This is an optimization exercise on Yosys and OpenROAD, whose aim is small area and a short achievable clock period, not a production implementation.
Only simulation tests tie the RTL to the original design; equivalence was not proved.
No activity file was given, so power comes from the tool's default toggle rates.

Design barrett_top, start of the top module:
module barrett_top (
  input  logic        clk_i,
  input  logic        rst_ni,
  input  logic        cfg_we_i,
  input  logic [47:0] cfg_i,         
  input  logic        in_valid_i,
  input  logic [35:0] in_i,          
  output logic        out_valid_o,
  output logic [19:0] out_o          
);
  logic [3:0]  cfg_s;
  logic [15:0] cfg_q;
  logic [8:0]  m1_one, m1_two, m2_one;
  logic [7:0]  m1_neg, m2_two, m2_neg;
  barrett_cfg barrett_cfg_i (
    .clk_i    (clk_i),
    .cfg_we_i (cfg_we_i),
    .q_i      (cfg_i[47:32]),
    .mu_i     (cfg_i[31:0]),
    .s_o      (cfg_s),
    .q_o      (cfg_q),
    .m1_one_o (m1_one),
    .m1_two_o (m1_two),
    .m1_neg_o (m1_neg),
    .m2_one_o (m2_one),
    .m2_two_o (m2_two),
    .m2_neg_o (m2_neg)
  );
  barrett_reduce barrett_reduce_i (
    .clk_i       (clk_i),
    .rst_ni      (rst_ni),
    .s_i         (cfg_s),
    .q_i         (cfg_q),
    .m1_one_i    (m1_one),
    .m1_two_i    (m1_two),
    .m1_neg_i    (m1_neg),
    .m2_one_i    (m2_one),
    .m2_two_i    (m2_two),
    .m2_neg_i    (m2_neg),
    .in_valid_i  (in_valid_i),
    .x_i         (in_i[35:4]),
    .tag_i       (in_i[3:0]),
    .out_valid_o (out_valid_o),
    .r_o         (out_o[19:4]),
    .tag_o       (out_o[3:0])
  );
endmodule
Size: ~1900 cells after synthesis, roughly 330 flip-flops, ~110 I/O pins.
==> flow/config.mk <==
export PLATFORM = sky130hd
export DESIGN_NAME = barrett_top
export DESIGN_NICKNAME = barrett_top
export VERILOG_FILES = /design/flow/design.v
export SDC_FILE = /design/flow/constraint.sdc
export NUM_CORES = 4
export LEC_CHECK = 0
export CAP_MARGIN = 20
export CORE_MARGIN = 2
export CORE_UTILIZATION = 65
export CTS_BUF_LIST = sky130_fd_sc_hd__clkbuf_8
export CTS_CLUSTER_DIAMETER = 45
export CTS_CLUSTER_SIZE = 20
export PLACE_DENSITY = 0.75
export SETUP_SLACK_MARGIN = 4.2
export SLEW_MARGIN = 20
==> flow/constraint.sdc <==
create_clock -name core_clock -period 7.0 [get_ports {clk_i}]
set_input_delay 1.4000 -clock core_clock [delete_from_list [all_inputs] [get_ports {clk_i}]]
set_output_delay 1.4000 -clock core_clock [all_outputs]
set_load 0.01 [all_outputs]
standard.sh (not shown) runs the stock make flow with config.mk's settings and CLKGATE_MAP_FILE= SYNTH_SCRIPT=/design/flow/synth_recipe.tcl, a recipe that flattens the netlist after the stock synthesis.
==> flow/flow/run.sh <==
#!/bin/bash
# The standard layout, with plain buf_1 cells (not clkdlybuf4s50_1) as the
# port buffers that ORFS inserts before global placement. make's full output
# goes to standard.log; each ORFS step also keeps its own log under orfs/logs.
set -euo pipefail
export BUFFER_PORTS_ARGS="-buffer_cell sky130_fd_sc_hd__buf_1"
bash standard.sh > standard.log 2>&1
Rerun with:
Settings changed: CTS_CLUSTER_DIAMETER 45 to 50, CTS_CLUSTER_SIZE 20 to 24, PLACE_DENSITY 0.75 to 0.7, SETUP_SLACK_MARGIN 4.2 to 4.1, TNS_END_PERCENT from default to 50.
What happened:
- via count fell by 2.5%
- synthesized cell count does not change
- fmax decreases by 4.0%
- total power went down by 5.0%
- worst setup slack loses 0.12 ns
- die area is unchanged

---

Another version of the RTL of barrett_top (not shown whole).
For scale: ~1900 cells after synthesis, roughly 110 I/O pins, roughly 20000 um^2 of cells after synthesis.
Settings: LEC_CHECK=0, CAP_MARGIN=10, CORE_MARGIN=2, CORE_UTILIZATION=65, CTS_BUF_LIST=sky130_fd_sc_hd__clkbuf_8, CTS_CLUSTER_DIAMETER=45, CTS_CLUSTER_SIZE=20, PLACE_DENSITY=0.75, SETUP_SLACK_MARGIN=4.1, SLEW_MARGIN=10; clock period 7.0 ns.
Scripts as last shown in full above: flow/flow/run.sh
The starting point passed the timing, design-rule and antenna checks.
Then changed:
==> flow/run.sh (new file) <==
#!/bin/bash
# synth_recipe.tcl (not shown) runs the flow's synth.tcl, then flattens the netlist and writes it again
# the make line also repeats each setting of config.mk as NAME=value (left out here)
make -C /OpenROAD-flow-scripts/flow DESIGN_CONFIG=/design/flow/config.mk WORK_HOME=/design/flow/orfs CLKGATE_MAP_FILE= SYNTH_SCRIPT=/design/flow/synth_recipe.tcl finish
- CAP_MARGIN: 10 -> 20
- CTS_CLUSTER_DIAMETER: 45 -> default
- CTS_CLUSTER_SIZE: 20 -> 40
- PLACE_DENSITY: 0.75 -> default
- SETUP_SLACK_MARGIN: 4.1 -> 4.0
- SLEW_MARGIN: 10 -> 20
removed: flow/flow/run.sh
removed: flow/standard.sh
Effect: The new run produced a clean layout. Die area is unchanged. Sequential cell count is unchanged. Design area climbs by 2.0%. Register-to-register slack gains 50 ps. Final cell count stays flat.
Then changed:
==> flow/flow/run.sh (new file) <==
#!/bin/bash
# The standard layout, with plain buf_1 cells (not clkdlybuf4s50_1) as the
# port buffers that ORFS inserts before global placement. make's full output
# goes to standard.log; each ORFS step also keeps its own log under orfs/logs.
set -euo pipefail
export BUFFER_PORTS_ARGS="-buffer_cell sky130_fd_sc_hd__buf_1"
bash standard.sh > standard.log 2>&1
==> flow/standard.sh (new file) <==
#!/bin/bash
# synth_recipe.tcl (not shown) runs the flow's synth.tcl, then flattens the netlist and writes it again
# the make line also repeats each setting of config.mk as NAME=value (left out here)
make -C /OpenROAD-flow-scripts/flow DESIGN_CONFIG=/design/flow/config.mk WORK_HOME=/design/flow/orfs CLKGATE_MAP_FILE= SYNTH_SCRIPT=/design/flow/synth_recipe.tcl "${@:-finish}"
- CTS_BUF_LIST: sky130_fd_sc_hd__clkbuf_8 -> sky130_fd_sc_hd__clkbuf_16
- CTS_CLUSTER_DIAMETER: default -> 60
- CTS_CLUSTER_SIZE: 40 -> 30
- PLACE_DENSITY: default -> 0.75
- SETUP_SLACK_MARGIN: 4.0 -> 4.1
removed: flow/run.sh
Effect: Sequential share of layout area climbs by 0.48 points. Via count climbs by about 1.8%. Final area drops by 1.3%. Power climbs by 3.2%. Flip-flop and latch count does not change. Worst setup slack gets better by 41 ps. Clock skew climbs by 3.1 ps. Sequential power is about the same.
Then changed:
- CTS_BUF_LIST: sky130_fd_sc_hd__clkbuf_16 -> sky130_fd_sc_hd__clkbuf_8
- CTS_CLUSTER_DIAMETER: 60 -> default
- CTS_CLUSTER_SIZE: 30 -> 40
- PLACE_DENSITY: 0.75 -> default
Result:
- first-iteration DRC count climbs by 1.6%
- setup slack hardly moves
- final area hardly moves
- via count shrinks by 1.3%
- synthesized cell count is unchanged
- clock power decreases by about 5%
- clock-buffer cell count rises by 31
- final cell count rises by 1.5%
- die area does not change

---

barrett_top with an RTL version that a note above also has.
Size in the first run: about 1900 cells after synthesis, ~110 I/O pins.
## barrett_top
module barrett_top (
  input  logic        clk_i,
  input  logic        rst_ni,
  input  logic        cfg_we_i,
  input  logic [47:0] cfg_i,         
  input  logic        in_valid_i,
  input  logic [35:0] in_i,          
  output logic        out_valid_o,
  output logic [19:0] out_o          
);
Settings: LEC_CHECK=0, CAP_MARGIN=20, CORE_MARGIN=2, CORE_UTILIZATION=65, CTS_BUF_LIST=sky130_fd_sc_hd__clkbuf_8, CTS_CLUSTER_DIAMETER=45, CTS_CLUSTER_SIZE=20, PLACE_DENSITY=0.7, SETUP_SLACK_MARGIN=4.1, SLEW_MARGIN=20; clock period 7.0 ns.
==> flow/flow/run.sh <==
#!/bin/bash
# The standard layout, with plain buf_1 cells (not clkdlybuf4s50_1) as the
# port buffers that ORFS inserts before global placement. make's full output
# goes to standard.log; each ORFS step also keeps its own log under orfs/logs.
set -euo pipefail
export BUFFER_PORTS_ARGS="-buffer_cell sky130_fd_sc_hd__buf_1"
bash standard.sh > standard.log 2>&1
The starting point went through all stages and came out clean.
Edit:
- CORE_UTILIZATION: 65 -> 60
- PLACE_DENSITY: 0.7 -> 0.75
What happened:
- cell count climbs by 2.1%
- via count came out lower by about 0.56%
- area after synthesis is unchanged
- clock skew rises by 0.031 ns
- wire length falls by about 1.6%
- power shrinks by 1.4%
- global-route usage goes down by 2.3 points
- non-clock buffer count decreases by 6
- hold slack is worse by 0.016 ns
- count of clock-buffer cells in the layout grows by 1
Edit:
- CORE_UTILIZATION: 60 -> 65
- CTS_CLUSTER_DIAMETER: 45 -> 50
- CTS_CLUSTER_SIZE: 20 -> 24
- PLACE_DENSITY: 0.75 -> 0.7
Result: Design area decreases slightly; worst setup slack improved by 0.041 ns; power went down slightly; critical path depth falls by 1; wire length climbs slightly; hold slack gets better by 0.014 ns; sequential power stays flat; clock power falls by roughly a tenth; global-route usage grows by 2.2 points.
Edit:
- PLACE_DENSITY: 0.7 -> 0.65
- TNS_END_PERCENT: default -> 100
What happened: Sequential power stays flat. Die area is unchanged. Area after synthesis is unchanged. Hold slack does not change. First-iteration DRC count does not change. Cell area does not change. Routed wire length does not change. Power does not change. Setup slack stays the same. Via count is unchanged. Combinational power stays flat.
Edit:
- CTS_CLUSTER_DIAMETER: 50 -> 45
- CTS_CLUSTER_SIZE: 24 -> 20
- PLACE_DENSITY: 0.65 -> 0.7
- SETUP_SLACK_MARGIN: 4.1 -> 4.15
- TNS_END_PERCENT: 100 -> default
Result: Cell area rises slightly; routed wire length hardly moves; global-route usage rises by 0.11 points; die area does not change.

---

## job 102
RTL: one of the versions met above, not the one the previous note started from.
Size: roughly 1,900 cells after synthesis, about 330 flip-flops.
clock: 7.0 ns
lec_check: 0
cap_margin: 20
core_margin: 2
core_utilization: 65
cts_buf_list: sky130_fd_sc_hd__clkbuf_8
cts_cluster_size: 40
place_density: 0.85
setup_slack_margin: 4.1
slew_margin: 20
Scripts as last shown in full above: flow/flow/run.sh
Every stage of the flow completed for job 102, and the final layout passed the timing, design-rule and antenna checks.
Setup changes, job 102 to job 103
- CTS_CLUSTER_DIAMETER now 45, previously not set
- PLACE_DENSITY now 0.75, was 0.85
- SETUP_SLACK_MARGIN now 4.0, was 4.1
- CTS_CLUSTER_SIZE now 20, was 40
## What came out
- In summary, job 103 completed successfully, with a layout that passed the timing, design-rule and antenna checks.
- Job 102 completed; timing, DRC and antenna clean
- Taking job 102 over job 103, the power ratio works out to 1.08.
- Setup slack: job 103 more than job 102
- Job 103 ended up with barrett_reduce_i.s4_cols_1597_q$_DFF_P_ as its start point of the critical path; job 102 ended up with barrett_reduce_i.s4_cols_1607_q$_DFF_P_.
- Looking at global-route usage, job 103 sits 2.4 points lower than job 102 does.
- Between job 102 and job 103, delay of the slowest critical-path stage increased.
- The worst-case register-to-register setup slack in job 103 sits 0.02 ns above the value recorded for job 102.

-- port drivers added, routing unchanged --
The results above use ideal ports. As a check the final layouts listed here were re-extracted and re-timed, cells and wires unchanged.
Step 1 assumes that a clkbuf_16 drives the clock port and a buf_2 every other input.
Step 2 also shifts input and output timing later by t, the mid clock arrival at the registers, as if the neighbouring blocks saw the same clock.
Three values: ideal, step 1, step 2; two values: the first two.
| run | shift t [ns] | setup slack, ns | hold WS [ns] | pins driven straight from the clock port |
|---|---|---|---|---|
| the first run of note 1 | 0.645 | 4.213 / 4.213 / 4.201 | 0.321 / 0.321 / 0.321 | 1 |
| the second run of note 1 | 0.663 | 4.098 / 4.098 / 4.098 | 0.322 / 0.322 / 0.322 | 1 |
| the first run of note 2 | 0.611 | 3.942 / 3.942 / 3.942 | 0.321 / 0.321 / 0.321 | 1 |
| the second run of note 2 | 0.637 | 3.993 / 3.993 / 3.768 | 0.324 / 0.324 / 0.324 | 1 |
| the third run of note 2 | 0.611 | 4.034 / 4.034 / 4.034 | 0.322 / 0.322 / 0.322 | 1 |
| the fourth run of note 2 | 0.619 | 4.037 / 4.037 / 4.037 | 0.323 / 0.323 / 0.323 | 1 |
| the first run of note 3 | 0.588 | 4.183 / 4.183 / 4.183 | 0.325 / 0.325 / 0.325 | 1 |
| the second run of note 3 | 0.654 | 4.133 / 4.133 / 4.133 | 0.309 / 0.309 / 0.309 | 1 |
| the third run of note 3 | 0.661 | 4.174 / 4.174 / 4.174 | 0.323 / 0.323 / 0.323 | 1 |
| the fourth run of note 3 | 0.661 | 4.174 / 4.174 / 4.174 | 0.323 / 0.323 / 0.323 | 1 |
| the fifth run of note 3 | 0.599 | 4.121 / 4.121 / 4.121 | 0.328 / 0.328 / 0.328 | 1 |
| job 102 | 0.640 | 3.897 / 3.897 / 3.897 | 0.317 / 0.317 / 0.317 | 1 |
| job 103 | 0.601 | 3.915 / 3.915 / 3.915 | 0.329 / 0.329 / 0.329 | 1 |
After both steps every run listed still meets setup and hold. For the second run of note 2, which loses most, drivers alone change the setup slack by 0.000 ns; drivers and shift together by -0.225 ns.
